Source: an optimization exercise on an open RTL-to-GDS flow (aim: a short achievable clock period and few clock cycles per item). Production flows keep margins and buffers that such runs may drop.
In this exercise RTL edits were held to simulation tests only and were not proved equivalent to the original.
The flow treats the clock pin as an ideal source. Dropping or thinning the clock tree relies on that and would not hold on a real chip.
No activity file was given, so power comes from the tool's default toggle rates.

$ cat flow/flow/run.sh
#!/bin/bash
set -euo pipefail
here=$(pwd)
bash standard.sh PRE_CTS_TCL="$here/flow/pre_cts.tcl" finish > "$here/standard_flow.log" 2>&1
$ cat flow/flow/pre_cts.tcl
rename clock_tree_synthesis my_flow_orig_cts

proc my_flow_is_tree_buf {inst} {
  return [string match "sky130_fd_sc_hd__clkbuf_*" [[$inst getMaster] getName]]
}

proc my_flow_rebuild_top {} {
  set db [ord::get_db]
  set block [ord::get_db_block]
  set clk_net [[$block findBTerm clk] getNet]
  set buf_master [$db findMaster sky130_fd_sc_hd__clkbuf_16]

  # Walk the tree from the port: buffers, their output nets and levels.
  set upper {}
  set leaves {}
  set frontier [list $clk_net]
  set seen [dict create]
  while {[llength $frontier]} {
    set next {}
    foreach net $frontier {
      foreach it [$net getITerms] {
        if {![$it isInputSignal]} { continue }
        set inst [$it getInst]
        if {![my_flow_is_tree_buf $inst]} { continue }
        set name [$inst getName]
        if {[dict exists $seen $name]} { continue }
        dict set seen $name 1
        set onet [[$inst findITerm X] getNet]
        if {$onet eq "NULL"} { lappend upper $inst; continue }
        set drives_sinks 0
        foreach jt [$onet getITerms] {
          if {[$jt isInputSignal] && [[[$jt getInst] getMaster] isSequential]} { set drives_sinks 1 }
        }
        if {$drives_sinks} { lappend leaves $inst } else { lappend upper $inst; lappend next $onet }
      }
    }
    set frontier $next
  }
  # Cluster buffers fed by an upper buffer or the port.
  set upper_nets [dict create [$clk_net getName] 1]
  foreach inst $upper {
    set onet [[$inst findITerm X] getNet]
    if {$onet ne "NULL"} { dict set upper_nets [$onet getName] 1 }
  }
  set tops {}
  foreach inst $leaves {
    if {[dict exists $upper_nets [[[$inst findITerm A] getNet] getName]]} { lappend tops $inst }
  }
  if {[llength $tops] <= 4} {
    puts "bench flow: [llength $tops] cluster buffers at the top, tree left as it is"
    return
  }
  # Quadrants around the median cluster buffer position.
  set xs {}; set ys {}
  foreach inst $tops {
    lassign [$inst getLocation] x y
    lappend xs $x; lappend ys $y
  }
  set n [llength $tops]
  set mx [lindex [lsort -integer $xs] [expr {$n / 2}]]
  set my [lindex [lsort -integer $ys] [expr {$n / 2}]]
  set groups [dict create]
  foreach inst $tops x $xs y $ys {
    set q [expr {($x >= $mx ? 1 : 0) + ($y >= $my ? 2 : 0)}]
    dict lappend groups $q $inst
  }
  # Take out the upper levels, with the dummy loads TritonCTS hung on them.
  set dummies {}
  foreach name [dict keys $upper_nets] {
    set net [$block findNet $name]
    foreach it [$net getITerms] {
      if {![$it isInputSignal]} { continue }
      set inst [$it getInst]
      if {[my_flow_is_tree_buf $inst] || [[$inst getMaster] isSequential]} { continue }
      set used 0
      foreach jt [$inst getITerms] {
        if {[$jt isOutputSignal] && [$jt getNet] ne "NULL"} { set used 1 }
      }
      if {!$used} { lappend dummies $inst }
    }
  }
  foreach inst $dummies {
    foreach it [$inst getITerms] { if {[$it getNet] ne "NULL"} { $it disconnect } }
    odb::dbInst_destroy $inst
  }
  foreach inst $upper {
    set onet [[$inst findITerm X] getNet]
    foreach it [$inst getITerms] { if {[$it getNet] ne "NULL"} { $it disconnect } }
    odb::dbInst_destroy $inst
    if {$onet ne "NULL" && [$onet getName] ne [$clk_net getName]} { odb::dbNet_destroy $onet }
  }
  # One buffer per quadrant, at the centre of its cluster buffers.
  set k 0
  dict for {q members} $groups {
    set sx 0; set sy 0
    foreach inst $members {
      lassign [$inst getLocation] x y
      incr sx $x; incr sy $y
    }
    set cnt [llength $members]
    set bx [expr {$sx / $cnt}]; set by [expr {$sy / $cnt}]
    set b [odb::dbInst_create $block $buf_master "clkbuf_top_${k}_clk"]
    $b setLocation $bx $by
    $b setPlacementStatus PLACED
    set net [odb::dbNet_create $block "clknet_top_${k}_clk"]
    $net setSigType CLOCK
    [$b findITerm A] connect $clk_net
    [$b findITerm X] connect $net
    foreach inst $members {
      set a [$inst findITerm A]
      $a disconnect
      $a connect $net
    }
    puts "bench flow: top buffer [$b getName] drives $cnt cluster buffers"
    incr k
  }
  puts "bench flow: removed [llength $upper] upper tree buffers and [llength $dummies] dummy loads, added $k"
}

proc clock_tree_synthesis {args} {
  my_flow_orig_cts {*}$args
  my_flow_rebuild_top
}
$ cat flow/standard.sh
#!/bin/bash
# synth_recipe.tcl (not shown) runs the flow's synth.tcl, then flattens the netlist and writes it again
# the make line also repeats each setting of config.mk as NAME=value (left out here)
make -C /OpenROAD-flow-scripts/flow DESIGN_CONFIG=/design/flow/config.mk WORK_HOME=/design/flow/orfs CLKGATE_MAP_FILE= SYNTH_SCRIPT=/design/flow/synth_recipe.tcl "${@:-finish}"
$ cat flow/config.mk
export PLATFORM = sky130hd
export DESIGN_NAME = keyed_queue_move_to_front
export DESIGN_NICKNAME = keyed_queue_move_to_front
export VERILOG_FILES = /design/flow/design.v
export SDC_FILE = /design/flow/constraint.sdc
export NUM_CORES = 4
export LEC_CHECK = 0
export ABC_CLOCK_PERIOD_IN_PS = 1500
export CAP_MARGIN = 20
export CORE_MARGIN = 2
export CORE_UTILIZATION = 40
export CTS_CLUSTER_DIAMETER = 100
export CTS_CLUSTER_SIZE = 30
export SETUP_SLACK_MARGIN = 1.5
export SLEW_MARGIN = 20
$ cat flow/constraint.sdc
create_clock -name core_clock -period 3.0 [get_ports {clk}]
set_input_delay 0.6000 -clock core_clock [delete_from_list [all_inputs] [get_ports {clk}]]
set_output_delay 0.6000 -clock core_clock [all_outputs]
set_load 0.01 [all_outputs]
$ cat flow/design.v
`default_nettype none
package kqm_pkg;
  localparam logic [1:0] MODE_ENQ = 2'd0;
  localparam logic [1:0] MODE_DEQ = 2'd1;
  localparam logic [1:0] MODE_PRO = 2'd2;
  localparam logic [1:0] ST_OK    = 2'd0;
  localparam logic [1:0] ST_EMPTY = 2'd1;
  localparam logic [1:0] ST_FULL  = 2'd2;
  localparam logic [1:0] ST_MISS  = 2'd3;
  typedef struct packed {
    logic enq;     
    logic deq;     
    logic pro;     
    logic found;   
  } cell_ctl_t;
endpackage
`default_nettype wire
`default_nettype none
module kqm_cell #(
  parameter int KEY_BITS = 16
) (
  input  wire logic                  clk,
  input  wire logic                  rst,
  input  wire logic                  shift_in,    
  input  wire logic                  deq,         
  input  wire logic                  load,        
  input  wire logic [KEY_BITS-1:0]   in_key,
  input  wire logic [KEY_BITS-1:0]   prev_key,
  input  wire logic [KEY_BITS-1:0]   next_key,
  input  wire logic                  next_valid,
  output logic [KEY_BITS-1:0]        key_q,
  output logic                       valid_q
);
  logic                hold;
  logic [KEY_BITS-1:0] key_d;
  assign hold  = ~(shift_in | deq | load);
  assign key_d = ({KEY_BITS{shift_in}} & prev_key)
               | ({KEY_BITS{deq}}      & next_key)
               | ({KEY_BITS{load}}     & in_key)
               | ({KEY_BITS{hold}}     & key_q);
  always_ff @(posedge clk) begin
    if (rst) valid_q <= 1'b0;
    else     valid_q <= (deq & next_valid) | (~deq & (valid_q | load));
  end
  always_ff @(posedge clk) begin
    key_q <= key_d;
  end
endmodule
`default_nettype wire
`default_nettype none
module keyed_queue_move_to_front #(
  parameter int DEPTH    = 16,
  parameter int KEY_BITS = 16
) (
  input  wire logic                          clk,
  input  wire logic                          rst,
  input  wire logic                          in_valid,
  output logic                               in_stall,
  input  wire logic [1:0]                    mode,
  input  wire logic [KEY_BITS-1:0]           key,
  output logic                               out_valid,
  input  wire logic                          out_stall,
  output logic [KEY_BITS-1:0]                out_key,
  output logic [1:0]                         status,
  output logic [$clog2(DEPTH+1)-1:0]         occupancy
);
  localparam int CW = $clog2(DEPTH+1);
  localparam int OQ = 6;                  
  localparam int RW = KEY_BITS + 2 + CW;  
  logic [KEY_BITS-1:0] cell_key [DEPTH];
  logic [DEPTH-1:0]    cell_valid;
  logic                x_v;        
  logic [KEY_BITS-1:0] x_key;
  logic [DEPTH-1:0]    x_u;        
  logic                x_pf;       
  logic [DEPTH-1:0]    x_s;        
  logic                x_deq;      
  logic [DEPTH-1:0]    x_dq;       
  logic                x_enq;      
  logic [DEPTH-1:0]    x_ld;       
  logic [1:0]          x_st;       
  logic                x_pro;      
  logic [CW-1:0]       x_occ;      
  assign x_s = x_u & {DEPTH{x_pf}};
  logic                c_v;
  logic [1:0]          c_mode;
  logic [KEY_BITS-1:0] c_key;
  logic                c_isdeq;    
  logic                c_isenq;    
  logic                c_ispro;    
  logic [DEPTH-1:0]    c_mn;       
  logic                c_e;        
  logic                a_v;
  logic [1:0]          a_mode;
  logic [KEY_BITS-1:0] a_key;
  logic                a_e0;       
  logic                a_e1;       
  logic                a_e2;       
  logic                b_v;
  logic [1:0]          b_mode;
  logic [KEY_BITS-1:0] b_key;
  logic [DEPTH-1:0]    b_r;        
  logic                b_e0, b_e1, b_e2;
  logic [DEPTH-1:0]    p_s, p_dq, p_ld;   
  logic take;
  assign take = in_valid & ~in_stall;
  always_ff @(posedge clk) begin
    if (rst) a_v <= 1'b0;
    else     a_v <= take;
  end
  always_ff @(posedge clk) begin
    a_mode <= mode;
    a_key  <= key;
    a_e0   <= (key == c_key);
    a_e1   <= (key == b_key);
    a_e2   <= (key == a_key);
  end
  logic [DEPTH-1:0] r_raw;
  always_comb begin
    for (int i = 0; i < DEPTH; i++) begin
      r_raw[i] = cell_valid[i] & (cell_key[i] == a_key);
    end
  end
  always_ff @(posedge clk) begin
    if (rst) b_v <= 1'b0;
    else     b_v <= a_v;
  end
  always_ff @(posedge clk) begin
    b_mode <= a_mode;
    b_key  <= a_key;
    b_r    <= r_raw;
    b_e0   <= a_e0;
    b_e1   <= a_e1;
    b_e2   <= a_e2;
    p_s    <= x_s;
    p_dq   <= x_dq;
    p_ld   <= x_ld;
  end
  logic [DEPTH-1:0] m1;        
  logic [DEPTH-1:0] m_b;       
  always_comb begin
    for (int i = 0; i < DEPTH; i++) begin
      if (p_s[i])       m1[i] = (i == 0) ? b_e0 : b_r[(i == 0) ? 0 : i-1];
      else if (p_dq[i]) m1[i] = (i == DEPTH-1) ? 1'b0 : b_r[(i == DEPTH-1) ? i : i+1];
      else              m1[i] = b_r[i] | (p_ld[i] & b_e0);
    end
    for (int i = 0; i < DEPTH; i++) begin
      if (x_s[i])       m_b[i] = (i == 0) ? b_e1 : m1[(i == 0) ? 0 : i-1];
      else if (x_dq[i]) m_b[i] = (i == DEPTH-1) ? 1'b0 : m1[(i == DEPTH-1) ? i : i+1];
      else              m_b[i] = m1[i] | (x_ld[i] & b_e1);
    end
  end
  always_ff @(posedge clk) begin
    if (rst) begin
      c_v     <= 1'b0;
      c_isdeq <= 1'b0;
      c_isenq <= 1'b0;
      c_ispro <= 1'b0;
    end else begin
      c_v     <= b_v;
      c_isdeq <= b_v && (b_mode == kqm_pkg::MODE_DEQ);
      c_isenq <= b_v && (b_mode == kqm_pkg::MODE_ENQ);
      c_ispro <= b_v && (b_mode == kqm_pkg::MODE_PRO);
    end
  end
  always_ff @(posedge clk) begin
    c_mode <= b_mode;
    c_key  <= b_key;
    c_mn   <= ~m_b;
    c_e    <= b_e2;
  end
  logic [DEPTH:0]   um;        
  logic [DEPTH-1:0] um1;       
  logic [DEPTH-1:0] u;         
  logic             found;
  logic [DEPTH-1:0] vn;        
  logic             c_deq, c_enq, c_pf;
  logic [DEPTH-1:0] c_u;
  logic [DEPTH-1:0] c_dq, c_ld;
  logic [1:0]       c_st;
  logic [CW-1:0]    c_occ;
  logic [CW-1:0]    occ_inc, occ_dec;
  always_comb begin
    logic all1, all0;
    all1 = 1'b1;
    all0 = 1'b1;
    for (int k = 0; k < CW; k++) begin
      occ_inc[k] = x_occ[k] ^ all1;
      occ_dec[k] = x_occ[k] ^ all0;
      all1 = all1 & x_occ[k];
      all0 = all0 & ~x_occ[k];
    end
  end
  always_comb begin
    um[0] = 1'b1;
    for (int i = 0; i < DEPTH; i++) um[i+1] = um[i] & c_mn[i];
    um1[0] = 1'b1;
    for (int i = 1; i < DEPTH; i++) um1[i] = um1[i-1] & c_mn[i];
    for (int i = 0; i < DEPTH; i++) begin
      if (i == 0)     u[i] = 1'b1;
      else if (x_pf)  u[i] = ~c_e & (x_u[(i == 0) ? 0 : i-1] ? um[(i == 0) ? 0 : i-1] : um[i]);
      else if (x_deq) u[i] = um1[i];
      else if (x_enq) u[i] = um[i] & ~(c_e & ~cell_valid[(i == 0) ? 0 : i-1]);
      else            u[i] = um[i];
    end
    if (x_deq) found = ~&c_mn[DEPTH-1:1];
    else       found = ~&c_mn | (x_enq & c_e);
    for (int i = 0; i < DEPTH; i++) begin
      if (x_dq[i]) vn[i] = (i == DEPTH-1) ? 1'b0 : cell_valid[(i == DEPTH-1) ? i : i+1];
      else         vn[i] = cell_valid[i] | x_ld[i];
    end
    c_deq = c_isdeq & vn[0];
    c_enq = c_isenq & ~vn[DEPTH-1];
    c_pf  = c_ispro & found;
    c_u   = {DEPTH{c_ispro}} & u;
    for (int i = 0; i < DEPTH; i++) begin
      c_dq[i] = c_isdeq & vn[i];
      c_ld[i] = c_isenq & ~vn[i] & ((i == 0) ? 1'b1 : vn[(i == 0) ? 0 : i-1]);
    end
    case (c_mode)
      kqm_pkg::MODE_ENQ: c_st = vn[DEPTH-1] ? kqm_pkg::ST_FULL : kqm_pkg::ST_OK;
      kqm_pkg::MODE_DEQ: c_st = vn[0] ? kqm_pkg::ST_OK : kqm_pkg::ST_EMPTY;
      default:           c_st = kqm_pkg::ST_OK;
    endcase
    if (c_enq)      c_occ = occ_inc;
    else if (c_deq) c_occ = occ_dec;
    else            c_occ = x_occ;
  end
  always_ff @(posedge clk) begin
    if (rst) begin
      x_v   <= 1'b0;
      x_u   <= '0;
      x_pf  <= 1'b0;
      x_deq <= 1'b0;
      x_dq  <= '0;
      x_enq <= 1'b0;
      x_ld  <= '0;
      x_occ <= '0;
    end else begin
      x_v   <= c_v;
      x_u   <= c_u;
      x_pf  <= c_pf;
      x_deq <= c_deq;
      x_dq  <= c_dq;
      x_enq <= c_enq;
      x_ld  <= c_ld;
      x_occ <= c_occ;
    end
  end
  always_ff @(posedge clk) begin
    x_key <= c_key;
    x_st  <= c_st;
    x_pro <= c_ispro;
  end
  for (genvar i = 0; i < DEPTH; i++) begin : g_cell
    logic [KEY_BITS-1:0] prev_key;
    logic [KEY_BITS-1:0] next_key;
    logic                next_valid;
    if (i == 0) begin : g_head
      assign prev_key = x_key;
    end else begin : g_body
      assign prev_key = cell_key[i-1];
    end
    if (i == DEPTH-1) begin : g_last
      assign next_key   = cell_key[i];
      assign next_valid = 1'b0;
    end else begin : g_inner
      assign next_key   = cell_key[i+1];
      assign next_valid = cell_valid[i+1];
    end
    kqm_cell #(
      .KEY_BITS (KEY_BITS)
    ) u_cell (
      .clk        (clk),
      .rst        (rst),
      .shift_in   (x_s[i]),
      .deq        (x_dq[i]),
      .load       (x_ld[i]),
      .in_key     (x_key),
      .prev_key   (prev_key),
      .next_key   (next_key),
      .next_valid (next_valid),
      .key_q      (cell_key[i]),
      .valid_q    (cell_valid[i])
    );
  end
  logic [RW-1:0] res;
  assign res = {({KEY_BITS{x_deq}} & cell_key[0]),
                (x_pro ? (x_pf ? kqm_pkg::ST_OK : kqm_pkg::ST_MISS) : x_st), x_occ};
  logic [OQ-1:0] o_v;
  logic [RW-1:0] o_d [OQ];
  logic [OQ-1:0] owed;      
  logic          pop;
  assign pop = o_v[0] & ~out_stall;
  always_ff @(posedge clk) begin
    if (rst) begin
      o_v <= '0;
    end else begin
      for (int i = 0; i < OQ; i++) begin
        logic nv, pv;
        nv = (i == OQ-1) ? 1'b0 : o_v[(i == OQ-1) ? i : i+1];
        pv = (i == 0) ? 1'b1 : o_v[(i == 0) ? 0 : i-1];
        o_v[i] <= pop ? (nv | (x_v & o_v[i])) : (o_v[i] | (x_v & pv));
      end
    end
  end
  for (genvar i = 0; i < OQ; i++) begin : g_oq
    logic          sel_next, sel_hold, sel_res;
    logic [RW-1:0] nd;
    if (i == OQ-1) begin : g_end
      assign sel_next = 1'b0;
      assign nd       = '0;
    end else begin : g_mid
      assign sel_next = ~out_stall & o_v[i+1];
      assign nd       = o_d[i+1];
    end
    assign sel_hold = out_stall & o_v[i];
    assign sel_res  = ~sel_next & ~sel_hold;
    always_ff @(posedge clk) begin
      o_d[i] <= ({RW{sel_next}} & nd) | ({RW{sel_hold}} & o_d[i]) | ({RW{sel_res}} & res);
    end
  end
  always_ff @(posedge clk) begin
    if (rst) begin
      owed     <= '0;
      in_stall <= 1'b0;
    end else begin
      for (int j = 0; j < OQ; j++) begin
        logic up_v, dn_v;
        up_v = (j == 0) ? 1'b1 : owed[(j == 0) ? 0 : j-1];
        dn_v = (j == OQ-1) ? 1'b0 : owed[(j == OQ-1) ? j : j+1];
        if (take & ~pop)      owed[j] <= up_v;
        else if (pop & ~take) owed[j] <= dn_v;
      end
      if (take & ~pop)      in_stall <= owed[OQ-2];
      else if (pop & ~take) in_stall <= 1'b0;
      else                  in_stall <= owed[OQ-1];
    end
  end
  assign out_valid = o_v[0];
  assign {out_key, status, occupancy} = o_d[0];
endmodule
`default_nettype wire
==> results of run 1 <==
## cells in the final DEF, fill, tap and decap left out, drive strengths merged, types with 7 or more instances in the layout
cell	instances
edfxtp	23
inv	44
a222oi	243
nor2	100
nor3	25
nor3b	20
and2	22
xnor2	240
xor2	65
dfxtp	621
a211oi	17
dlygate4sd2	16
nand2	606
o31a	14
nand4	65
buf	229
nor4	38
nand3	7
a22oi	144
a21oi	53
or2	8
nor2b	25
clkbuf	36
o21ai	131
## worst reg2reg max path: cells and delay by family, from the launching register on
kind                      cells  cell delay (ps)
xor gates and xnor gates      1              170
buffers and inverters         1              220
DFF                           1              460
and+or+nand+nor               2              590
## flip-flops by register name, summed over array words and instances (netlist names), 2 cells and up, named ones only
signal	flops
a_key	16
a_mode	2
b_key	16
b_mode	2
b_r	16
c_key	16
c_mn	16
c_mode	2
g_cell.u_cell.key_q	256
g_cell.u_cell.valid_q	16
o_d	115
o_v	6
owed	6
p_dq	16
p_ld	16
p_s	16
x_dq	16
x_key	16
x_ld	16
x_occ	5
x_st	2
x_u	16
## cell type report, without the clock buffers
type / count / area [µm²] / area share [%]
timing repair buffer: 252 / 2409 / 7.919
sequential: 644 / 13270 / 43.63
multi-input combinational: 1894 / 12720 / 41.83
clock inverter: 5 / 58.81 / 0.1934
tap: 855 / 1070 / 3.517
inverter: 45 / 172.7 / 0.5677
buffer: 4 / 100.1 / 0.3291
## kinds of logic after synthesis
logic type | Yosys count | share of synthesized area [%]
buffers and inverters | 283 | 4.410
AND/OR/NAND/NOR | 942 | 16.05
flip-flops | 644 | 50.01
adder cells (fa/ha/maj) | 1 | 0.04767
XOR/XNOR | 305 | 10.18
multiplexers | 7 | 0.2765
AO/OA/AOI/OAI | 639 | 19.03
## power by group
group	total [mW]	internal [mW]	leakage [nW]	switching, mW
logic	0.678	0.339	6.59	0.338
clock network	4.42	1.74	0.375	2.68
registers	8.86	8.67	5.35	0.189
## per-stage QoR
stage	utilization [%]	hold slack, ps	setup WS [ps]	std cells
after CTS	45.67	337.4	1401	3685
after floorplan	-	309.6	1354	2821
after global routing	47.01	339.1	1370	3729
after detailed placement	42.56	312.1	441.9	3571
final	47.01	328.4	1405	3729
after global placement	42.55	310.1	587.3	3571
## worst max path at each step
stage / start / to / depth (start not counted)
2_1_floorplan: out_stall / owed[1]$_SDFFE_PP0P_ / 9
3_3_place_gp: out_stall / o_d[0][7]$_DFF_P_ / 5
3_5_place_dp: out_stall / o_d[1][8]$_DFF_P_ / 4
4_1_cts: a_key[8]$_DFF_P_ / b_r[15]$_DFF_P_ / 4
5_1_grt: a_key[5]$_DFF_P_ / b_r[13]$_DFF_P_ / 5
6_report: a_key[11]$_DFF_P_ / b_r[15]$_DFF_P_ / 4
## what timing repair did
action | 4_1_cts | 5_1_grt
pin swaps | 55 | 58
hold buffers | 0 | 0
gates cloned | 1 | 2
gates resized for setup | 323 | 114
setup buffers | 74 | 42
setup endpoints to repair | 520 | 247
## routing by layer
| layer | up-vias | share of wire [%] | global-route usage [%] |
|---|---|---|---|
| met3 | 182 | 8.4 | 3.187 |
| li1 | 10290 | - | - |
| met4 | 0 | 3.2 | 8.397 |
| met2 | 1167 | 46 | 38.38 |
| met5 | - | 0 | 0 |
| met1 | 10840 | 42 | 32.40 |
==> flow_summary.yaml, run 1 <==
timing:
  fin_crit_sh_pct: 53.17
  finalCriticalPeriod_ps: 1595
  slew_violations: 0
  fin_tns_setup_ps: 0
  rsz0062_at_grt: "yes"
  fin_skew_ps: 90.55
  hold_viol: 0
  max_freq_mhz: 626.9
  setup_viol: 0
  worst-slew-pin-transition_ps: 967.6
  slew_headroom_pct: 35.41
placed_design:
  place.gp.congestion: 0.9061
  portBuffers: 46
  dp_hpwl_um: 58490
  placed_area_um2: 27540
worst_setup_path:
  reg2reg_slack_ps: 1400
  critPathTopFamily: "simple AND/OR/NAND/NOR gates"
  r2r_end: "b_r[15]$_DFF_P_"
  cp_data_arrival_time_ps: 1840
  r2r-start: "a_key[11]$_DFF_P_"
  slowest_stage: "dfxtp_4"
  startpoint_type: "flip-flop"
  crit_path_end_kind: "flip-flop"
  cpPeakStageDelay_ps: 460
  crit_buf_inv: 1
  crit_type: "reg -> reg"
  cp_max_fo: 6
  r2r_cells: 4
  worstPathRequired_ps: 3240
  crit_chain: "buf_4 > xnor2_1 > nand4_1 > nor4_4"
synthesis:
  synth_seq_area_share_pct: 50.01
  synthArstFlopShare_pct: 0
  synthTopCellsByCount: "dfxtp_1, nand2_1, a222oi_1"
  synth_top_area_share_pct: 47.38
  syn_nets: 2844
  yosysMostFrequentCell: "dfxtp_1"
  synth.avg_cell_area_um2: 9.302
  synth_ff_type: "dfxtp_1"
  ys_seq_elements: 644
  synth_top_cell_by_area: "dfxtp_1"
  synth.area.top_cells: "dfxtp_1, a222oi_1, nand2_1, xnor2_1, a22oi_1"
  synth_edf_count: 23
  synth.cell_area_um2: 26240
  syn-instance-count: 2821
  synth_warnings: 5
  ys_types: 59
clock_network:
  cts_tree: "yes"
  clk_pin_slew_ps: 120
  insertion_delay_ps: 410
  cts_inserted_buffers: 26
  clock_sinks: 644
power:
  vdd_drop_max_mv: 0.4276
  p_total_mw: 13.96
  leakagePower_nw: 12.32
  powerDensity_nw_per_um2: 459.0
floorplan:
  die_h_um: 260.1
  core_um2: 64700
  fp.dieW_um: 260.1
  fp.dieArea_um2: 67670
  io_pins: 47
  initial_utilization_pct: 40.56
  rows: 93
final_layout:
  diodes: 0
  drive_above_1_share_pct: 16.32
  area_growth_pct: 15.90
  design_area_um2: 30410
  nNetsFinal: 2887
  nFillCells: 6100
hold_path:
  hp-class: "reg -> reg"
  whs_path_depth: 0
  hold_start: "a_e0$_DFF_P_"
  min_to: "b_e0$_DFF_P_"
drt:
  antenna_left: 0
  drcViolationCount: 0
  avgViaCountPerCell: 6.027
  drt_iter0_drc: 3374
  drt-total-wl_um: 82630
  vias: 22480
  wl_per_cell_um: 22.16
  first_pass_iters: 9
global_routing:
  grt_pass1_vias: 21780
  grt_pass1_wl_um: 127300
  antenna_found_initial: 0
  grt_overflow: 0
  grt_usage_pct: 23.71
  grt_max_degree: 32
outcome:
  status: "no timing/DRC/antenna violations"
run:
  max-cap-violations: 0
Testbench counts, summed over its fixed seeds: cycles 24,040, items 24,000.
==> run 2, diff against run 1 <==
--- a/flow/design.v
+++ b/flow/design.v
@@ -32,12 +32,13 @@
   output logic                       valid_q
 );
   logic                hold;
+  logic [KEY_BITS-1:0] other;
   logic [KEY_BITS-1:0] key_d;
-  assign hold  = ~(shift_in | deq | load);
-  assign key_d = ({KEY_BITS{shift_in}} & prev_key)
-               | ({KEY_BITS{deq}}      & next_key)
-               | ({KEY_BITS{load}}     & in_key)
-               | ({KEY_BITS{hold}}     & key_q);
+  assign hold  = ~(deq | load);
+  assign other = ({KEY_BITS{deq}}  & next_key)
+               | ({KEY_BITS{load}} & in_key)
+               | ({KEY_BITS{hold}} & key_q);
+  assign key_d = ({KEY_BITS{shift_in}} & prev_key) | ({KEY_BITS{~shift_in}} & other);
   always_ff @(posedge clk) begin
     if (rst) valid_q <= 1'b0;
     else     valid_q <= (deq & next_valid) | (~deq & (valid_q | load));
@@ -65,7 +66,7 @@
   output logic [$clog2(DEPTH+1)-1:0]         occupancy
 );
   localparam int CW = $clog2(DEPTH+1);
-  localparam int OQ = 6;                  
+  localparam int OQ = 7;                  
   localparam int RW = KEY_BITS + 2 + CW;  
   logic [KEY_BITS-1:0] cell_key [DEPTH];
   logic [DEPTH-1:0]    cell_valid;
@@ -80,7 +81,7 @@
   logic [DEPTH-1:0]    x_ld;       
   logic [1:0]          x_st;       
   logic                x_pro;      
-  logic [CW-1:0]       x_occ;      
+  logic [DEPTH:0]      x_occ;      
   assign x_s = x_u & {DEPTH{x_pf}};
   logic                c_v;
   logic [1:0]          c_mode;
@@ -96,12 +97,19 @@
   logic                a_e0;       
   logic                a_e1;       
   logic                a_e2;       
+  logic                a_e3;       
   logic                b_v;
   logic [1:0]          b_mode;
   logic [KEY_BITS-1:0] b_key;
-  logic [DEPTH-1:0]    b_r;        
-  logic                b_e0, b_e1, b_e2;
-  logic [DEPTH-1:0]    p_s, p_dq, p_ld;   
+  logic [DEPTH-1:0]    b_lo, b_hi;  
+  logic                b_e0, b_e1, b_e2, b_e3;
+  logic [DEPTH-1:0]    pa_s, pa_dq, pa_ld;   
+  logic                d_v;
+  logic [1:0]          d_mode;
+  logic [KEY_BITS-1:0] d_key;
+  logic [DEPTH-1:0]    d_m;        
+  logic                d_e1, d_e2, d_e3;
+  logic [DEPTH-1:0]    pb_s, pb_dq, pb_ld;   
   logic take;
   assign take = in_valid & ~in_stall;
   always_ff @(posedge clk) begin
@@ -112,13 +120,16 @@
     a_mode <= mode;
     a_key  <= key;
     a_e0   <= (key == c_key);
-    a_e1   <= (key == b_key);
-    a_e2   <= (key == a_key);
+    a_e1   <= (key == d_key);
+    a_e2   <= (key == b_key);
+    a_e3   <= (key == a_key);
   end
-  logic [DEPTH-1:0] r_raw;
+  localparam int LB = KEY_BITS / 2;
+  logic [DEPTH-1:0] r_lo, r_hi;
   always_comb begin
     for (int i = 0; i < DEPTH; i++) begin
-      r_raw[i] = cell_valid[i] & (cell_key[i] == a_key);
+      r_lo[i] = cell_valid[i] & (cell_key[i][LB-1:0] == a_key[LB-1:0]);
+      r_hi[i] = (cell_key[i][KEY_BITS-1:LB] == a_key[KEY_BITS-1:LB]);
     end
   end
   always_ff @(posedge clk) begin
@@ -128,26 +139,53 @@
   always_ff @(posedge clk) begin
     b_mode <= a_mode;
     b_key  <= a_key;
-    b_r    <= r_raw;
+    b_lo   <= r_lo;
+    b_hi   <= r_hi;
     b_e0   <= a_e0;
     b_e1   <= a_e1;
     b_e2   <= a_e2;
-    p_s    <= x_s;
-    p_dq   <= x_dq;
-    p_ld   <= x_ld;
+    b_e3   <= a_e3;
+    pa_s   <= x_s;
+    pa_dq  <= x_dq;
+    pa_ld  <= x_ld;
   end
-  logic [DEPTH-1:0] m1;        
+  logic [DEPTH-1:0] r_b;       
   logic [DEPTH-1:0] m_b;       
   always_comb begin
+    r_b = b_lo & b_hi;
+    for (int i = 0; i < DEPTH; i++) begin
+      if (pa_s[i])       m_b[i] = (i == 0) ? b_e0 : r_b[(i == 0) ? 0 : i-1];
+      else if (pa_dq[i]) m_b[i] = (i == DEPTH-1) ? 1'b0 : r_b[(i == DEPTH-1) ? i : i+1];
+      else               m_b[i] = r_b[i] | (pa_ld[i] & b_e0);
+    end
+  end
+  always_ff @(posedge clk) begin
+    if (rst) d_v <= 1'b0;
+    else     d_v <= b_v;
+  end
+  always_ff @(posedge clk) begin
+    d_mode <= b_mode;
+    d_key  <= b_key;
+    d_m    <= m_b;
+    d_e1   <= b_e1;
+    d_e2   <= b_e2;
+    d_e3   <= b_e3;
+    pb_s   <= x_s;
+    pb_dq  <= x_dq;
+    pb_ld  <= x_ld;
+  end
+  logic [DEPTH-1:0] m1;        
+  logic [DEPTH-1:0] m_d;       
+  always_comb begin
     for (int i = 0; i < DEPTH; i++) begin
-      if (p_s[i])       m1[i] = (i == 0) ? b_e0 : b_r[(i == 0) ? 0 : i-1];
-      else if (p_dq[i]) m1[i] = (i == DEPTH-1) ? 1'b0 : b_r[(i == DEPTH-1) ? i : i+1];
-      else              m1[i] = b_r[i] | (p_ld[i] & b_e0);
+      if (pb_s[i])       m1[i] = (i == 0) ? d_e1 : d_m[(i == 0) ? 0 : i-1];
+      else if (pb_dq[i]) m1[i] = (i == DEPTH-1) ? 1'b0 : d_m[(i == DEPTH-1) ? i : i+1];
+      else               m1[i] = d_m[i] | (pb_ld[i] & d_e1);
     end
     for (int i = 0; i < DEPTH; i++) begin
-      if (x_s[i])       m_b[i] = (i == 0) ? b_e1 : m1[(i == 0) ? 0 : i-1];
-      else if (x_dq[i]) m_b[i] = (i == DEPTH-1) ? 1'b0 : m1[(i == DEPTH-1) ? i : i+1];
-      else              m_b[i] = m1[i] | (x_ld[i] & b_e1);
+      if (x_s[i])        m_d[i] = (i == 0) ? d_e2 : m1[(i == 0) ? 0 : i-1];
+      else if (x_dq[i])  m_d[i] = (i == DEPTH-1) ? 1'b0 : m1[(i == DEPTH-1) ? i : i+1];
+      else               m_d[i] = m1[i] | (x_ld[i] & d_e2);
     end
   end
   always_ff @(posedge clk) begin
@@ -157,17 +195,17 @@
       c_isenq <= 1'b0;
       c_ispro <= 1'b0;
     end else begin
-      c_v     <= b_v;
-      c_isdeq <= b_v && (b_mode == kqm_pkg::MODE_DEQ);
-      c_isenq <= b_v && (b_mode == kqm_pkg::MODE_ENQ);
-      c_ispro <= b_v && (b_mode == kqm_pkg::MODE_PRO);
+      c_v     <= d_v;
+      c_isdeq <= d_v && (d_mode == kqm_pkg::MODE_DEQ);
+      c_isenq <= d_v && (d_mode == kqm_pkg::MODE_ENQ);
+      c_ispro <= d_v && (d_mode == kqm_pkg::MODE_PRO);
     end
   end
   always_ff @(posedge clk) begin
-    c_mode <= b_mode;
-    c_key  <= b_key;
-    c_mn   <= ~m_b;
-    c_e    <= b_e2;
+    c_mode <= d_mode;
+    c_key  <= d_key;
+    c_mn   <= ~m_d;
+    c_e    <= d_e3;
   end
   logic [DEPTH:0]   um;        
   logic [DEPTH-1:0] um1;       
@@ -178,19 +216,7 @@
   logic [DEPTH-1:0] c_u;
   logic [DEPTH-1:0] c_dq, c_ld;
   logic [1:0]       c_st;
-  logic [CW-1:0]    c_occ;
-  logic [CW-1:0]    occ_inc, occ_dec;
-  always_comb begin
-    logic all1, all0;
-    all1 = 1'b1;
-    all0 = 1'b1;
-    for (int k = 0; k < CW; k++) begin
-      occ_inc[k] = x_occ[k] ^ all1;
-      occ_dec[k] = x_occ[k] ^ all0;
-      all1 = all1 & x_occ[k];
-      all0 = all0 & ~x_occ[k];
-    end
-  end
+  logic [DEPTH:0]   c_occ;
   always_comb begin
     um[0] = 1'b1;
     for (int i = 0; i < DEPTH; i++) um[i+1] = um[i] & c_mn[i];
@@ -222,8 +248,8 @@
       kqm_pkg::MODE_DEQ: c_st = vn[0] ? kqm_pkg::ST_OK : kqm_pkg::ST_EMPTY;
       default:           c_st = kqm_pkg::ST_OK;
     endcase
-    if (c_enq)      c_occ = occ_inc;
-    else if (c_deq) c_occ = occ_dec;
+    if (c_enq)      c_occ = {x_occ[DEPTH-1:0], 1'b0};
+    else if (c_deq) c_occ = {1'b0, x_occ[DEPTH:1]};
     else            c_occ = x_occ;
   end
   always_ff @(posedge clk) begin
@@ -235,7 +261,7 @@
       x_dq  <= '0;
       x_enq <= 1'b0;
       x_ld  <= '0;
-      x_occ <= '0;
+      x_occ <= {{DEPTH{1'b0}}, 1'b1};
     end else begin
       x_v   <= c_v;
       x_u   <= c_u;
@@ -285,8 +311,15 @@
     );
   end
   logic [RW-1:0] res;
+  logic [CW-1:0] occ_bin;
+  always_comb begin
+    occ_bin = '0;
+    for (int j = 0; j <= DEPTH; j++) begin
+      occ_bin = occ_bin | ({CW{x_occ[j]}} & CW'(j));
+    end
+  end
   assign res = {({KEY_BITS{x_deq}} & cell_key[0]),
-                (x_pro ? (x_pf ? kqm_pkg::ST_OK : kqm_pkg::ST_MISS) : x_st), x_occ};
+                (x_pro ? (x_pf ? kqm_pkg::ST_OK : kqm_pkg::ST_MISS) : x_st), occ_bin};
   logic [OQ-1:0] o_v;
   logic [RW-1:0] o_d [OQ];
   logic [OQ-1:0] owed;      
@@ -320,21 +353,20 @@
       o_d[i] <= ({RW{sel_next}} & nd) | ({RW{sel_hold}} & o_d[i]) | ({RW{sel_res}} & res);
     end
   end
+  logic inc, dec;
+  assign in_stall = owed[OQ-1];
+  assign inc      = take & ~pop;
+  assign dec      = pop & ~take;
   always_ff @(posedge clk) begin
     if (rst) begin
-      owed     <= '0;
-      in_stall <= 1'b0;
+      owed <= '0;
     end else begin
       for (int j = 0; j < OQ; j++) begin
         logic up_v, dn_v;
         up_v = (j == 0) ? 1'b1 : owed[(j == 0) ? 0 : j-1];
         dn_v = (j == OQ-1) ? 1'b0 : owed[(j == OQ-1) ? j : j+1];
-        if (take & ~pop)      owed[j] <= up_v;
-        else if (pop & ~take) owed[j] <= dn_v;
+        owed[j] <= (inc & up_v) | (dec & dn_v) | (~inc & ~dec & owed[j]);
       end
-      if (take & ~pop)      in_stall <= owed[OQ-2];
-      else if (pop & ~take) in_stall <= 1'b0;
-      else                  in_stall <= owed[OQ-1];
     end
   end
   assign out_valid = o_v[0];
==> run 2 against run 1 <==
Power increased by 14%. Final area increased by 11%. Maximum frequency increased by 1.2%. Clock skew decreased by 49 ps. Critical path type is now reg -> out.
==> flow_summary.yaml, run 2 <==
outcome:
  status: "no timing/DRC/antenna violations"
timing:
  fin_tns_setup_ps: 0
  slew_headroom_pct: 33.88
  hold_viol: 0
  worst-slew-pin-transition_ps: 990.4
  fin_crit_sh_pct: 52.56
  slew_violations: 0
  fin_skew_ps: 41.30
  setup_viol: 0
  max_freq_mhz: 634.2
  rsz0062_at_grt: "yes"
  finalCriticalPeriod_ps: 1577
worst_setup_path:
  crit_buf_inv: 2
  critPathTopFamily: "flip-flops"
  slowest_stage: "dfxtp_4"
  cp_max_fo: 2
  worstPathRequired_ps: 2400
  crit_path_end_kind: "output pin"
  crit_top_cell: "buf_6"
  reg2reg_slack_ps: 1430
  crit_chain: "buf_6 > buf_6"
  startpoint_type: "flip-flop"
  cp_data_arrival_time_ps: 980
  crit_type: "reg -> out"
  cpPeakStageDelay_ps: 360
global_routing:
  grt_pass1_vias: 23460
  grt_usage_pct: 21.28
  grt_overflow: 0
  met3_usage_pct: 2.443
  gr-max-usage-layer: "met2"
  grt_max_degree: 39
  antenna_found_initial: 1
  grt_pass1_wl_um: 136000
  use_met1_pct: 30.01
  gr-usage-met2_pct: 35.03
clock_network:
  clk_pin_slew_ps: 110
  clock_sinks: 737
  cts_inserted_buffers: 30
  cts_tree: "yes"
  insertion_delay_ps: 400
final_layout:
  finalNonFillerCells: 4297
  design_area_um2: 33690
  utilization_pct: 45.11
  final_common_cell: "dfxtp_1"
  nNetsFinal: 3341
  diodes: 0
  final_cell_mix: "dfxtp_1, a22oi_1, nand2_1, nor2_1, a31oi_1"
  drive_above_1_share_pct: 11.00
  area_growth_pct: 11.39
  reg_top3: "g_cell.u_cell.key_q: 256 flops, o_d: 138 flops, x_occ: 17 flops"
  largest_register_ffs: 256
  top_register: "g_cell.u_cell.key_q"
hold_path:
  hp-class: "reg -> reg"
placed_design:
  dp.cells: 4208
  place.gp.congestion: 0.8144
  placed_area_um2: 31510
  dp_hpwl_um: 60700
  portBuffers: 46
synthesis:
  synth_top_area_share_pct: 47.26
  synth_ff_type: "dfxtp_1"
  synth_warnings: 5
  synth.area.top_cells: "dfxtp_1, a22oi_1, xnor2_1, a31oi_1, nand2_1"
  synthArstFlopShare_pct: 0
  ys_types: 65
  synthTopCellsByCount: "dfxtp_1, a22oi_1, nand2_1"
  synth_seq_area_share_pct: 49.54
  synth_edf_count: 23
  synth_top_cell_by_area: "dfxtp_1"
  synth.cell_area_um2: 30250
  ys_seq_elements: 737
  syn_nets: 3394
  syn-instance-count: 3370
  synth.avg_cell_area_um2: 8.975
  yosysMostFrequentCell: "dfxtp_1"
drt:
  drt_iter0_drc: 2075
  drcViolationCount: 0
  antenna_left: 0
  first_pass_iters: 5
  avgViaCountPerCell: 5.687
  drt-total-wl_um: 85160
  wl_per_cell_um: 19.82
  vias: 24440
power:
  powerDensity_nw_per_um2: 472.0
  switchingPower_mw: 3.626
  p_seq_share_pct: 63.6
  switching_share_pct: 22.80
  leakagePower_nw: 12.66
  p_int_mw: 12.28
  vdd_drop_max_mv: 0.4573
  p_total_mw: 15.90
  p_comb_share_pct: 3.7
  power.clock.fraction_pct: 32.7
floorplan:
  core_um2: 74700
  fp.dieArea_um2: 77830
  fp.dieW_um: 279.0
  io_pins: 47
  initial_utilization_pct: 40.49
  rows: 100
  die_h_um: 279.0
run:
  max-cap-violations: 0
## run 2: cell types whose count changed after synthesis, sizes merged, moves of 74 or more
cell and change:
a222oi -234, dfxtp +93, nand2 -225, a22oi +270
nor2 +266, o21ai +74, a31oi +235
## run 2: power by group through the flow
stage	clock, mW	combinational [mW]	sequential [mW]
2_1_floorplan	0	0.442	10.2
3_3_place_gp	0	0.561	10.3
3_5_place_dp	0	0.563	10.3
4_1_cts	5.30	0.572	10.1
5_1_grt	5.65	0.644	10.1
6_report	5.19	0.596	10.1
## run 2: final timing paths
kind	cells past startpoint	start	endpoint
max	2	o_v[0]$_SDFF_PP0_	out_valid
min	0	a_e0$_DFF_P_	b_e0$_DFF_P_
max reg2reg	6	x_pf$_SDFF_PP0_	c_mn[1]$_DFF_P_
min reg2reg	0	a_e0$_DFF_P_	b_e0$_DFF_P_
## run 2: kinds of logic (layout without fill, tap and decap cells)
family	Yosys count	after routing	synth area share [%]
AO/OA/AOI/OAI	1002	1002	22.25
AND/OR/NAND/NOR	977	978	14.13
flip-flops	737	737	49.54
buffers and inverters	331	288	4.703
XOR/XNOR	320	320	9.266
adder cells (fa/ha/maj)	2	2	0.08272
multiplexers	1	1	0.03309
## run 2: per-stage QoR
step                      setup slack (ps)  hold WS, ps
final                                 1423        334.0
after global placement               490.7        310.8
after CTS                             1299        334.5
after detailed placement             505.4        312.1
after global routing                  1376        338.7
after floorplan                       1360        309.6
## run 2: cell type report, without the clock buffers
type | count | area (µm²)
Sequential cell | 737 | 15060
Multi-Input combinational cell | 2303 | 14330
Inverter | 44 | 167.7
Clock inverter | 8 | 118.9
Timing Repair Buffer | 200 | 2011
Fill cell | 7227 | 41000
Buffer | 4 | 100.1
Tap cell | 969 | 1212
## run 2: repair_timing
item                       4_1_cts  5_1_grt
setup endpoints to repair      386      205
resized for setup              248      121
pin swaps                       11       24
hold buffers                     0        0
gates cloned                     5        5
buffers inserted                17       18
## run 2: metal layers
layer | wire length [µm] | part of all wire (%)
met3 | 3736 | 4.4
met1 | 40310 | 47
met5 | 9 | 0.011
met2 | 39430 | 46
met4 | 1678 | 2.0
Testbench counts of run 2, summed over its fixed seeds: cycles 24,048, items 24,000.
==> run 3, diff against run 2 <==
--- a/flow/design.v
+++ b/flow/design.v
@@ -369,7 +369,10 @@
       end
     end
   end
-  assign out_valid = o_v[0];
+  always_ff @(posedge clk) begin
+    if (rst) out_valid <= 1'b0;
+    else     out_valid <= o_v[1] | x_v | (o_v[0] & out_stall);
+  end
   assign {out_key, status, occupancy} = o_d[0];
 endmodule
 `default_nettype wire
--- a/flow/config.mk
+++ b/flow/config.mk
@@ -10,6 +10,6 @@
 export CORE_MARGIN = 2
 export CORE_UTILIZATION = 40
 export CTS_CLUSTER_DIAMETER = 100
-export CTS_CLUSTER_SIZE = 30
+export CTS_CLUSTER_SIZE = 24
 export SETUP_SLACK_MARGIN = 1.5
 export SLEW_MARGIN = 20
==> run 3 against run 2 <==
Critical path type is now reg -> reg. Power is 2.5% higher. Maximum frequency rose by 1.9%. Combinational power rose by 13%. Still clean on timing, DRC and antenna. Register-to-register slack improved by 20 ps. Die area is 0.45% higher. Sequential cell count grew 1. Largest cell class unchanged. Final area up 0.90%. Sequential power hardly changed. Via count is 2.9% higher.
==> flow_summary.yaml, run 3 <==
drt:
  drt_iter0_drc: 2410
  vias: 25150
  drt-total-wl_um: 91190
  drcViolationCount: 0
  avgViaCountPerCell: 5.770
  wl_per_cell_um: 20.92
  antenna_left: 0
  first_pass_iters: 6
timing:
  fin_crit_sh_pct: 51.57
  hold_viol: 0
  worst-slew-pin-transition_ps: 661.5
  fin_skew_ps: 82.50
  rsz0062_at_grt: "yes"
  fin_tns_setup_ps: 0
  whs_ps: 247.9
  setup_viol: 0
  finalCriticalPeriod_ps: 1547
  max_freq_mhz: 646.3
  slew_headroom_pct: 55.90
  slew_violations: 0
floorplan:
  fp.dieArea_um2: 78180
  die_h_um: 279.6
  rows: 101
  core_um2: 75570
  fp.dieW_um: 279.6
  initial_utilization_pct: 40.21
  io_pins: 47
clock_network:
  cts_inserted_buffers: 38
  hold_buffers: 0
  insertion_delay_ps: 430
  cts_tree: "yes"
  clk_pin_slew_ps: 100
  clock_sinks: 738
final_layout:
  design_area_um2: 34000
  nFillCells: 7316
  finalNonFillerCells: 4359
  drive_above_1_share_pct: 12.22
  area_growth_pct: 11.88
  nNetsFinal: 3397
  final_cell_mix: "dfxtp_1, a22oi_1, nor2_1, nand2_1, a31oi_1"
  reg_top3: "g_cell.u_cell.key_q: 256 flops, o_d: 138 flops, x_occ: 17 flops"
  final_common_cell: "dfxtp_1"
  largest_register_ffs: 256
  top_register: "g_cell.u_cell.key_q"
synthesis:
  ys_seq_elements: 738
  synthTopCellsByCount: "dfxtp_1, a22oi_1, nor2_1"
  yosysMostFrequentCell: "dfxtp_1"
  synth_top_cell_by_area: "dfxtp_1"
  synth.avg_cell_area_um2: 9.000
  ys_types: 65
  synth_top_area_share_pct: 47.11
  synth.area.top_cells: "dfxtp_1, a22oi_1, xnor2_1, a31oi_1, nor2_1"
  syn-instance-count: 3376
  synth.cell_area_um2: 30390
  synth_warnings: 5
  synth_seq_area_share_pct: 49.38
  synth_edf_count: 23
  syn_nets: 3400
  synth_ff_type: "dfxtp_1"
  synthArstFlopShare_pct: 0
placed_design:
  place.gp.congestion: 0.8282
  dp.cells: 4222
  portBuffers: 46
  placed_area_um2: 31640
  dp_hpwl_um: 62280
worst_setup_path:
  crit_chain: "buf_6 > a211oi_2 > o31a_1 > nor3b_1 > nor3_2"
  crit_path_end_kind: "flip-flop"
  cpPeakStageDelay_ps: 430
  slowest_stage: "dfxtp_4"
  startpoint_type: "flip-flop"
  worstPathRequired_ps: 3290
  cp_data_arrival_time_ps: 1840
  crit_buf_inv: 1
  crit_type: "reg -> reg"
  cp_max_fo: 6
  critPathTopFamily: "flip-flops"
global_routing:
  grt_usage_pct: 22.60
  grt_pass1_wl_um: 141200
  grt_overflow: 0
  grt_max_degree: 38
  grt_pass1_vias: 23380
  antenna_found_initial: 2
power:
  leakagePower_nw: 12.63
  powerDensity_nw_per_um2: 479.3
  vdd_drop_max_mv: 0.4499
  p_total_mw: 16.29
outcome:
  status: "no timing/DRC/antenna violations"
hold_path:
  hp-class: "reg -> reg"
run:
  max-cap-violations: 0
run 3: cell count changes after synthesis, moves of 12 or more:
cell and change:
o31a_1 +12, o21ai_0 +15, o31ai_1 -12, o21ai_1 -15, a21oi_1 +17, nor2_1 +13, nand2_1 -28
run 3: what timing repair did:
item                                    in CTS  in global routing
cloned                                       2                  1
pin swaps                                   19                 36
gates resized for setup                    265                 72
endpoints found under the setup margin     539                178
buffers inserted                            23                 64
run 3: worst paths after layout:
check | startpoint | slack (ps) | end | cells past startpoint
min | a_mode[0]$_DFF_P_ | 250 | b_mode[0]$_DFF_P_ | 0
min reg2reg | a_mode[0]$_DFF_P_ | 250 | b_mode[0]$_DFF_P_ | 0
max reg2reg | d_e1$_DFF_P_ | 1450 | c_mn[0]$_DFF_P_ | 5
max | d_e1$_DFF_P_ | 1450 | c_mn[0]$_DFF_P_ | 5
run 3: metal layers:
metal  share of wire, %  vias up  track usage (%)
met1                 45    12180            31.55
met3                5.8      144            3.211
met2                 46      797            36.62
met5              0.012        -                0
met4                2.4        2            5.882
li1                   -    12030                -
run 3: cell type report, without the clock buffers:
cell class	count	area (µm²)	share of cell area (%)
sequential	738	15110	44.43
multi-input combinational	2314	14400	42.36
timing repair buffer	240	2081	6.121
tap	978	1224	3.600
inverter	42	157.7	0.4637
buffer	4	100.1	0.2944
clock inverter	3	76.32	0.2245
antenna	1	2.502	0.007361
run 3: stage by stage:
step	util, %	setup WS [ps]
6_report	44.98	1453
4_1_cts	43.95	1418
5_1_grt	44.98	1417
3_3_place_gp	41.87	490.3
3_5_place_dp	41.87	461.1
2_1_floorplan	-	1451
run 3: worst reg2reg max path, cell delays in order (launching register included):
cell and delay (ps):
dfxtp_4 430, buf_6 170, a211oi_2 170, o31a_1 230, nor3b_1 90, nor3_2 330
run 3: kinds of logic after synthesis:
group	after synthesis	synth area share, %
compound gates	1018	22.57
xor+xnor	320	9.224
fa+ha+maj	2	0.08234
buf+inv	327	4.682
flops	738	49.38
mux	1	0.03294
simple gates	970	14.03
run 3: power by group:
group          total, mW  switching [mW]  internal [mW]
clock network       5.52            3.22           2.30
logic              0.675           0.372          0.303
registers           10.1           0.156           9.94
Testbench counts of run 3, summed over its fixed seeds: cycles 24,048, items 24,000.
==> run 4, diff against run 3 <==
--- a/flow/config.mk
+++ b/flow/config.mk
@@ -8,8 +8,9 @@
 export ABC_CLOCK_PERIOD_IN_PS = 1500
 export CAP_MARGIN = 20
 export CORE_MARGIN = 2
-export CORE_UTILIZATION = 40
+export CORE_UTILIZATION = 50
 export CTS_CLUSTER_DIAMETER = 100
 export CTS_CLUSTER_SIZE = 24
+export PLACE_DENSITY = 0.72
 export SETUP_SLACK_MARGIN = 1.5
 export SLEW_MARGIN = 20
==> run 4 against run 3 <==
Worst setup slack got worse by 44 ps. Core utilization is 10 points higher. Synthesized cell count did not move. Clock power fell by 7.4%. Final cell count fell by 5.7%.
==> flow_summary.yaml, run 4 <==
power:
  leakagePower_nw: 12.38
  p_total_mw: 15.87
  vdd_drop_max_mv: 0.5916
  powerDensity_nw_per_um2: 478.5
global_routing:
  grt_max_degree: 38
  grt_pass1_vias: 23540
  gr-max-usage-layer: "met2"
  grt_usage_pct: 26.70
  grt_pass1_wl_um: 134700
  met3_usage_pct: 3.242
  gr-usage-met2_pct: 43.41
  use_met1_pct: 36.78
  antenna_found_initial: 2
  grt_overflow: 0
drt:
  vias: 25520
  drcViolationCount: 0
  drt-total-wl_um: 88360
  drt_iter0_drc: 2758
  wl_per_cell_um: 21.50
  first_pass_iters: 6
  antenna_left: 0
  avgViaCountPerCell: 6.211
worst_setup_path:
  crit_path_end_kind: "flip-flop"
  cp_max_fo: 8
  cp_data_arrival_time_ps: 1880
  crit_type: "reg -> reg"
  r2r-start: "x_dq[0]$_SDFF_PP0_"
  worstPathRequired_ps: 3290
  startpoint_type: "flip-flop"
  cp-startpoint: "x_dq[0]$_SDFF_PP0_"
hold_path:
  hp-class: "reg -> reg"
  hold_start: "a_mode[1]$_DFF_P_"
synthesis:
  synth_xor_area_share_pct: 9.224
  synth_warnings: 5
  syn_nets: 3400
  synth.area.top_cells: "dfxtp_1, a22oi_1, xnor2_1, a31oi_1, nor2_1"
  synth_top_family_by_area: "compound AO/OA/AOI/OAI gates"
  ys_seq_elements: 738
  yosysMostFrequentCell: "dfxtp_1"
  synth.cell_area_um2: 30390
  synthArstFlopShare_pct: 0
  synth_seq_area_share_pct: 49.38
  synth_top_cell_by_area: "dfxtp_1"
  synth.avg_cell_area_um2: 9.000
  synthTopCellsByCount: "dfxtp_1, a22oi_1, nor2_1"
  syn-instance-count: 3376
  synth_compound_area_share_pct: 22.57
  synth_edf_count: 23
  synth_fa_ha_area_share_pct: 0.08236
  ys_types: 65
  synth-simple-area-share_pct: 14.03
  synth_ff_type: "dfxtp_1"
  synth_mux_area_share_pct: 0.03294
  synth_top_area_share_pct: 47.11
final_layout:
  reg_top3: "g_cell.u_cell.key_q: 256 flops, o_d: 138 flops, x_occ: 17 flops"
  area_growth_pct: 9.121
  nFillCells: 5337
  top_register: "g_cell.u_cell.key_q"
  drive_above_1_share_pct: 11.03
  nNetsFinal: 3349
  regArea_um2: 15100
  multi_input_comb_area_um2: 14350
  final_cell_mix: "dfxtp_1, a22oi_1, nor2_1, nand2_1, a31oi_1"
  final_common_cell: "dfxtp_1"
  diodes: 0
  largest_register_ffs: 256
timing:
  setup_viol: 0
  fin_crit_sh_pct: 53.05
  fin_tns_setup_ps: 0
  slew_headroom_pct: 53.91
  worst-slew-pin-transition_ps: 691.3
  fin_skew_ps: 44.41
  rsz0062_at_grt: "yes"
  slew_violations: 0
  finalCriticalPeriod_ps: 1592
  hold_viol: 0
  max_freq_mhz: 628.3
floorplan:
  fp.dieArea_um2: 62760
  initial_utilization_pct: 50.44
  fp.dieW_um: 250.5
  core_um2: 60250
  die_h_um: 250.5
  io_pins: 47
  rows: 90
outcome:
  status: "no timing/DRC/antenna violations"
placed_design:
  dp_hpwl_um: 59890
  portBuffers: 46
  place.gp.congestion: 0.8667
clock_network:
  clock_sinks: 738
  clk_pin_slew_ps: 100
  insertion_delay_ps: 400
run:
  max-cap-violations: 0
-- run 4: changes by cell type in the layout (fill, tap and decap cells not counted), sizes merged --
cell,before,now
dlygate4sd2,16,17
dlymetal6s2s,1,0
clkbuf,44,41
buf,220,174
o211ai,7,5
diode,1,0
clkinv,3,1
-- run 4: logic make-up after synthesis --
group / after synthesis
AO/OA/AOI/OAI: 1018
XOR/XNOR: 320
adder cells (fa/ha/maj): 2
buffers and inverters: 327
flip-flops: 738
multiplexers: 1
AND/OR/NAND/NOR: 970
-- run 4: repair_timing --
item,4_1_cts,5_1_grt
resized for setup,217,87
buffers inserted,15,27
setup endpoints to repair,601,214
pin swaps,8,22
gates cloned,0,4
hold buffers,0,0
-- run 4: worst paths after layout --
check	to	depth (start not counted)	slack (ps)
max reg2reg	x_occ[11]$_SDFFE_PP0P_	5	1410
min	b_mode[1]$_DFF_P_	0	320
max	x_occ[11]$_SDFFE_PP0P_	5	1410
min reg2reg	b_mode[1]$_DFF_P_	0	320
-- run 4: cell type report, without the clock buffers --
cell class	instances	share of cell area [%]
Inverter	42	0.4755
Timing Repair Buffer	196	5.060
Clock inverter	1	0.02642
Multi-Input combinational cell	2312	43.28
Tap cell	782	2.951
Buffer	4	0.3019
Sequential cell	738	45.53
-- run 4: critical path: stages, from the launching register on --
cell	delay (ps)
dfxtp_4	380
or2_4	260
o211ai_4	300
clkbuf_16	220
nand2_1	60
a311oi_2	260
-- run 4: layer usage --
| metal | vias to the layer above | share of wire [%] |
|---|---|---|
| li1 | 11910 | - |
| met1 | 12320 | 43 |
| met2 | 1080 | 46 |
| met3 | 213 | 7.7 |
| met4 | 0 | 3.5 |
| met5 | - | 0 |
-- run 4: power breakdown --
| group | switching, mW | total (mW) | internal, mW | leakage (nW) |
|---|---|---|---|---|
| Combinational | 0.375 | 0.648 | 0.274 | 5.84 |
| Sequential | 0.159 | 10.1 | 9.95 | 6.10 |
| Clock | 2.98 | 5.11 | 2.13 | 0.439 |
| Total | 3.52 | 15.9 | 12.3 | 12.4 |
-- run 4: stage by stage --
step | std cells | worst slack (ps) | hold slack (ps) | area, µm² | utilization [%]
3_3_place_gp | 4024 | 429.1 | 310.0 | 31420 | 52.16
6_report | 4109 | 1408 | 318.3 | 33160 | 55.04
4_1_cts | 4078 | 1451 | 324.3 | 32530 | 53.99
2_1_floorplan | 3376 | 1451 | 309.6 | 30440 | -
3_5_place_dp | 4024 | 370.9 | 312.1 | 31420 | 52.16
5_1_grt | 4109 | 1392 | 332.7 | 33160 | 55.04
==> run 5, diff against run 4 <==
--- a/flow/design.v
+++ b/flow/design.v
@@ -101,7 +101,8 @@
   logic                b_v;
   logic [1:0]          b_mode;
   logic [KEY_BITS-1:0] b_key;
-  logic [DEPTH-1:0]    b_lo, b_hi;  
+  logic [3:0][DEPTH-1:0] b_q;      
+  logic [DEPTH-1:0]    b_vq;       
   logic                b_e0, b_e1, b_e2, b_e3;
   logic [DEPTH-1:0]    pa_s, pa_dq, pa_ld;   
   logic                d_v;
@@ -124,12 +125,13 @@
     a_e2   <= (key == b_key);
     a_e3   <= (key == a_key);
   end
-  localparam int LB = KEY_BITS / 2;
-  logic [DEPTH-1:0] r_lo, r_hi;
+  localparam int QB = KEY_BITS / 4;
+  logic [3:0][DEPTH-1:0] r_q;
   always_comb begin
-    for (int i = 0; i < DEPTH; i++) begin
-      r_lo[i] = cell_valid[i] & (cell_key[i][LB-1:0] == a_key[LB-1:0]);
-      r_hi[i] = (cell_key[i][KEY_BITS-1:LB] == a_key[KEY_BITS-1:LB]);
+    for (int j = 0; j < 4; j++) begin
+      for (int i = 0; i < DEPTH; i++) begin
+        r_q[j][i] = (cell_key[i][j*QB +: QB] == a_key[j*QB +: QB]);
+      end
     end
   end
   always_ff @(posedge clk) begin
@@ -139,8 +141,8 @@
   always_ff @(posedge clk) begin
     b_mode <= a_mode;
     b_key  <= a_key;
-    b_lo   <= r_lo;
-    b_hi   <= r_hi;
+    b_q    <= r_q;
+    b_vq   <= cell_valid;
     b_e0   <= a_e0;
     b_e1   <= a_e1;
     b_e2   <= a_e2;
@@ -152,7 +154,7 @@
   logic [DEPTH-1:0] r_b;       
   logic [DEPTH-1:0] m_b;       
   always_comb begin
-    r_b = b_lo & b_hi;
+    r_b = b_vq & b_q[0] & b_q[1] & b_q[2] & b_q[3];
     for (int i = 0; i < DEPTH; i++) begin
       if (pa_s[i])       m_b[i] = (i == 0) ? b_e0 : r_b[(i == 0) ? 0 : i-1];
       else if (pa_dq[i]) m_b[i] = (i == DEPTH-1) ? 1'b0 : r_b[(i == DEPTH-1) ? i : i+1];
@@ -183,7 +185,7 @@
       else               m1[i] = d_m[i] | (pb_ld[i] & d_e1);
     end
     for (int i = 0; i < DEPTH; i++) begin
-      if (x_s[i])        m_d[i] = (i == 0) ? d_e2 : m1[(i == 0) ? 0 : i-1];
+      if (x_pf)          m_d[i] = x_u[i] ? ((i == 0) ? d_e2 : m1[(i == 0) ? 0 : i-1]) : m1[i];
       else if (x_dq[i])  m_d[i] = (i == DEPTH-1) ? 1'b0 : m1[(i == DEPTH-1) ? i : i+1];
       else               m_d[i] = m1[i] | (x_ld[i] & d_e2);
     end
@@ -235,8 +237,8 @@
       if (x_dq[i]) vn[i] = (i == DEPTH-1) ? 1'b0 : cell_valid[(i == DEPTH-1) ? i : i+1];
       else         vn[i] = cell_valid[i] | x_ld[i];
     end
-    c_deq = c_isdeq & vn[0];
-    c_enq = c_isenq & ~vn[DEPTH-1];
+    c_deq = c_isdeq & ~x_occ[0];
+    c_enq = c_isenq & ~x_occ[DEPTH];
     c_pf  = c_ispro & found;
     c_u   = {DEPTH{c_ispro}} & u;
     for (int i = 0; i < DEPTH; i++) begin
@@ -244,8 +246,8 @@
       c_ld[i] = c_isenq & ~vn[i] & ((i == 0) ? 1'b1 : vn[(i == 0) ? 0 : i-1]);
     end
     case (c_mode)
-      kqm_pkg::MODE_ENQ: c_st = vn[DEPTH-1] ? kqm_pkg::ST_FULL : kqm_pkg::ST_OK;
-      kqm_pkg::MODE_DEQ: c_st = vn[0] ? kqm_pkg::ST_OK : kqm_pkg::ST_EMPTY;
+      kqm_pkg::MODE_ENQ: c_st = x_occ[DEPTH] ? kqm_pkg::ST_FULL : kqm_pkg::ST_OK;
+      kqm_pkg::MODE_DEQ: c_st = x_occ[0] ? kqm_pkg::ST_EMPTY : kqm_pkg::ST_OK;
       default:           c_st = kqm_pkg::ST_OK;
     endcase
     if (c_enq)      c_occ = {x_occ[DEPTH-1:0], 1'b0};
--- a/flow/config.mk
+++ b/flow/config.mk
@@ -8,9 +8,8 @@
 export ABC_CLOCK_PERIOD_IN_PS = 1500
 export CAP_MARGIN = 20
 export CORE_MARGIN = 2
-export CORE_UTILIZATION = 50
+export CORE_UTILIZATION = 40
 export CTS_CLUSTER_DIAMETER = 100
 export CTS_CLUSTER_SIZE = 24
-export PLACE_DENSITY = 0.72
 export SETUP_SLACK_MARGIN = 1.5
 export SLEW_MARGIN = 20
==> run 5 against run 4 <==
Via count fell by 2.0%. Maximum frequency rose by 6.3%. Combinational power fell by 18%. Synthesized cell count rose by 1.1%. Sequential cell count rose by 49. Area after synthesis rose by 3.5%. Global-route usage fell by 5.1 points. Final area rose by 3.7%.
==> flow_summary.yaml, run 5 <==
power:
  leakagePower_nw: 13.60
  switchingPower_mw: 3.804
  switching_share_pct: 22.33
  p_total_mw: 17.04
  powerDensity_nw_per_um2: 495.5
  power.clock.fraction_pct: 33.3
  p_comb_share_pct: 3.1
  vdd_drop_max_mv: 0.3318
  p_seq_share_pct: 63.6
  p_int_mw: 13.23
drt:
  antenna_left: 0
  vias: 25020
  avgViaCountPerCell: 5.704
  first_pass_iters: 6
  wl_per_cell_um: 20.57
  drt_iter0_drc: 2654
  drt-total-wl_um: 90260
  drcViolationCount: 0
outcome:
  status: "no timing/DRC/antenna violations"
floorplan:
  initial_utilization_pct: 40.52
  die_h_um: 284.4
  fp.dieArea_um2: 80850
  rows: 102
  fp.dieW_um: 284.4
  core_um2: 77590
  io_pins: 47
worst_setup_path:
  cpPeakStageDelay_ps: 370
  crit_chain: "buf_6"
  crit_buf_inv: 1
  startpoint_type: "flip-flop"
  cp_data_arrival_time_ps: 900
  worstPathRequired_ps: 2400
  cp_max_fo: 2
  crit_type: "reg -> out"
  crit_path_end_kind: "output pin"
  critPathTopFamily: "flip-flops"
  slowest_stage: "dfxtp_4"
global_routing:
  grt_pass1_vias: 23400
  grt_overflow: 0
  grt_usage_pct: 21.64
  grt_pass1_wl_um: 141200
  grt_max_degree: 36
  antenna_found_initial: 1
timing:
  slew_violations: 0
  fin_crit_sh_pct: 49.93
  fin_tns_setup_ps: 0
  fin_skew_ps: 38.12
  worst-slew-pin-transition_ps: 924.4
  finalCriticalPeriod_ps: 1498
  slew_headroom_pct: 38.29
  rsz0062_at_grt: "yes"
  hold_viol: 0
  whs_ps: 308.4
  setup_viol: 0
  max_freq_mhz: 667.6
  fin_ws_ps: 1502
synthesis:
  synth_top_cell_by_area: "dfxtp_1"
  ys_seq_elements: 787
  synthArstFlopShare_pct: 0
  synth.area.top_cells: "dfxtp_1, a22oi_1, xor2_1, a31oi_1, nor2_1"
  synth_top_area_share_pct: 48.65
  synthTopCellsByCount: "dfxtp_1, a22oi_1, nor2_1"
  syn_nets: 3436
  syn-instance-count: 3412
  synth_warnings: 5
  synth_edf_count: 23
  synth_ff_type: "dfxtp_1"
  yosysMostFrequentCell: "dfxtp_1"
  ys_types: 70
  synth.cell_area_um2: 31440
  synth_seq_area_share_pct: 50.85
  synth.avg_cell_area_um2: 9.214
clock_network:
  clk_pin_slew_ps: 90
  cts_tree: "yes"
  insertion_delay_ps: 400
  hold_buffers: 0
  clock_sinks: 787
  cts_inserted_buffers: 39
placed_design:
  place_ws_ps: 553.4
  placed_area_um2: 32740
  dp_hpwl_um: 64920
  portBuffers: 46
  place.gp.congestion: 0.8131
final_layout:
  final_cell_mix: "dfxtp_1, a22oi_1, nor2_1, nand2_1, xor2_1"
  nNetsFinal: 3361
  reg_top3: "g_cell.u_cell.key_q: 256 flops, o_d: 138 flops, b_q: 64 flops"
  top_register: "g_cell.u_cell.key_q"
  largest_register_ffs: 256
  regArea_um2: 16100
  drive_above_1_share_pct: 9.892
  multi_input_comb_area_um2: 14230
  final_common_cell: "dfxtp_1"
  area_growth_pct: 9.365
  design_area_um2: 34380
  nFillCells: 7578
hold_path:
  hp-class: "reg -> reg"
run:
  max-cap-violations: 0
[run 5: cells by family (layout without fill, tap and decap cells)]
| logic type | after synthesis | in the layout | share of synthesized area, % |
|---|---|---|---|
| buffers and inverters | 351 | 283 | 4.855 |
| adders and majority gates | 2 | 2 | 0.07958 |
| muxes | 21 | 21 | 0.6925 |
| DFF | 787 | 787 | 50.85 |
| other | 0 | 1 | 0 |
| AOI/OAI and AO/OA | 1017 | 1017 | 21.55 |
| xor gates and xnor gates | 320 | 320 | 8.915 |
| and+or+nand+nor | 914 | 916 | 13.06 |
[run 5: path summary, 6_finish.rpt]
check | startpoint | endpoint | slack [ps] | cells past startpoint
max | o_d[0][5]$_DFF_P_ | status[0] | 1500 | 1
min | b_mode[0]$_DFF_P_ | d_mode[0]$_DFF_P_ | 310 | 0
max reg2reg | a_key[9]$_DFF_P_ | b_q[33]$_DFF_P_ | 1510 | 3
min reg2reg | b_mode[0]$_DFF_P_ | d_mode[0]$_DFF_P_ | 310 | 0
[run 5: power groups by stage]
stage | Combinational, mW | Clock (mW) | Sequential, mW
floorplan | 0.421 | 0 | 10.9
global placement | 0.505 | 0 | 11.1
detailed placement | 0.511 | 0 | 11.1
CTS | 0.517 | 5.80 | 10.8
global route | 0.580 | 6.16 | 10.9
finish | 0.533 | 5.67 | 10.8
[run 5: metal layers]
metal / vias to the layer above / global-route usage, % / share of wire [%]
met1: 12220 / 34.19 / 50
met2: 763 / 30.89 / 42
met4: 0 / 4.158 / 1.4
met3: 66 / 3.130 / 6.7
li1: 11980 / - / -
met5: - / 0 / 0
[run 5: layout make-up, without the clock buffers]
cell class | instances | share of cell area [%]
buffer | 4 | 0.2911
clock inverter | 2 | 0.08006
multi-input combinational | 2276 | 41.39
sequential | 787 | 46.82
timing repair buffer | 170 | 4.312
antenna | 1 | 0.007278
tap | 1040 | 3.785
inverter | 64 | 0.7132
[run 5: what timing repair did]
item | 4_1_cts | 5_1_grt
setup endpoints to repair | 609 | 163
pin swaps | 4 | 5
resized for setup | 230 | 65
buffers inserted | 11 | 11
cloned | 1 | 1
[run 5: per-stage QoR]
| stage | std cells | util (%) |
|---|---|---|
| after floorplan | 3412 | - |
| after global placement | 4313 | 42.19 |
| after detailed placement | 4313 | 42.19 |
| after CTS | 4374 | 43.88 |
| after global routing | 4386 | 44.31 |
| final | 4387 | 44.31 |
Testbench counts of run 5, summed over its fixed seeds: cycles 24,048, items 24,000.

port drivers added, routing unchanged:
How much do the figures lean on ideal ports? The routed layouts below were timed once more, with nothing changed but the port constraints.
Step 1: set_driving_cell puts a clkbuf_16 on clk and a buf_2 on each other input, an assumption about the parent block.
Step 2, shift: input delay + t, output delay - t, t = (earliest + latest rising clock arrival at the registers) / 2. This alone moves slack from input paths to output paths.
Three values: ideal ports, drivers, drivers and shift; two values: the first two.
run	shift t [ns]	setup slack, ns	worst setup path at the end	worst data-port slew with drivers (ns)
run 1	0.502	1.405 / 1.379 / 1.170	input to register	0.05
run 2	0.516	1.423 / 1.288 / 1.132	input to register	0.03
run 3	0.517	1.453 / 1.364 / 1.087	input to register	0.10
run 4	0.496	1.408 / 1.408 / 1.142	input to register	0.06
run 5	0.533	1.502 / 1.357 / 1.162	input to register	0.03
After both steps every run listed still meets setup and hold. The setup slack of run 3, which loses most, moves by -0.089 ns with the drivers and by -0.366 ns with both steps.
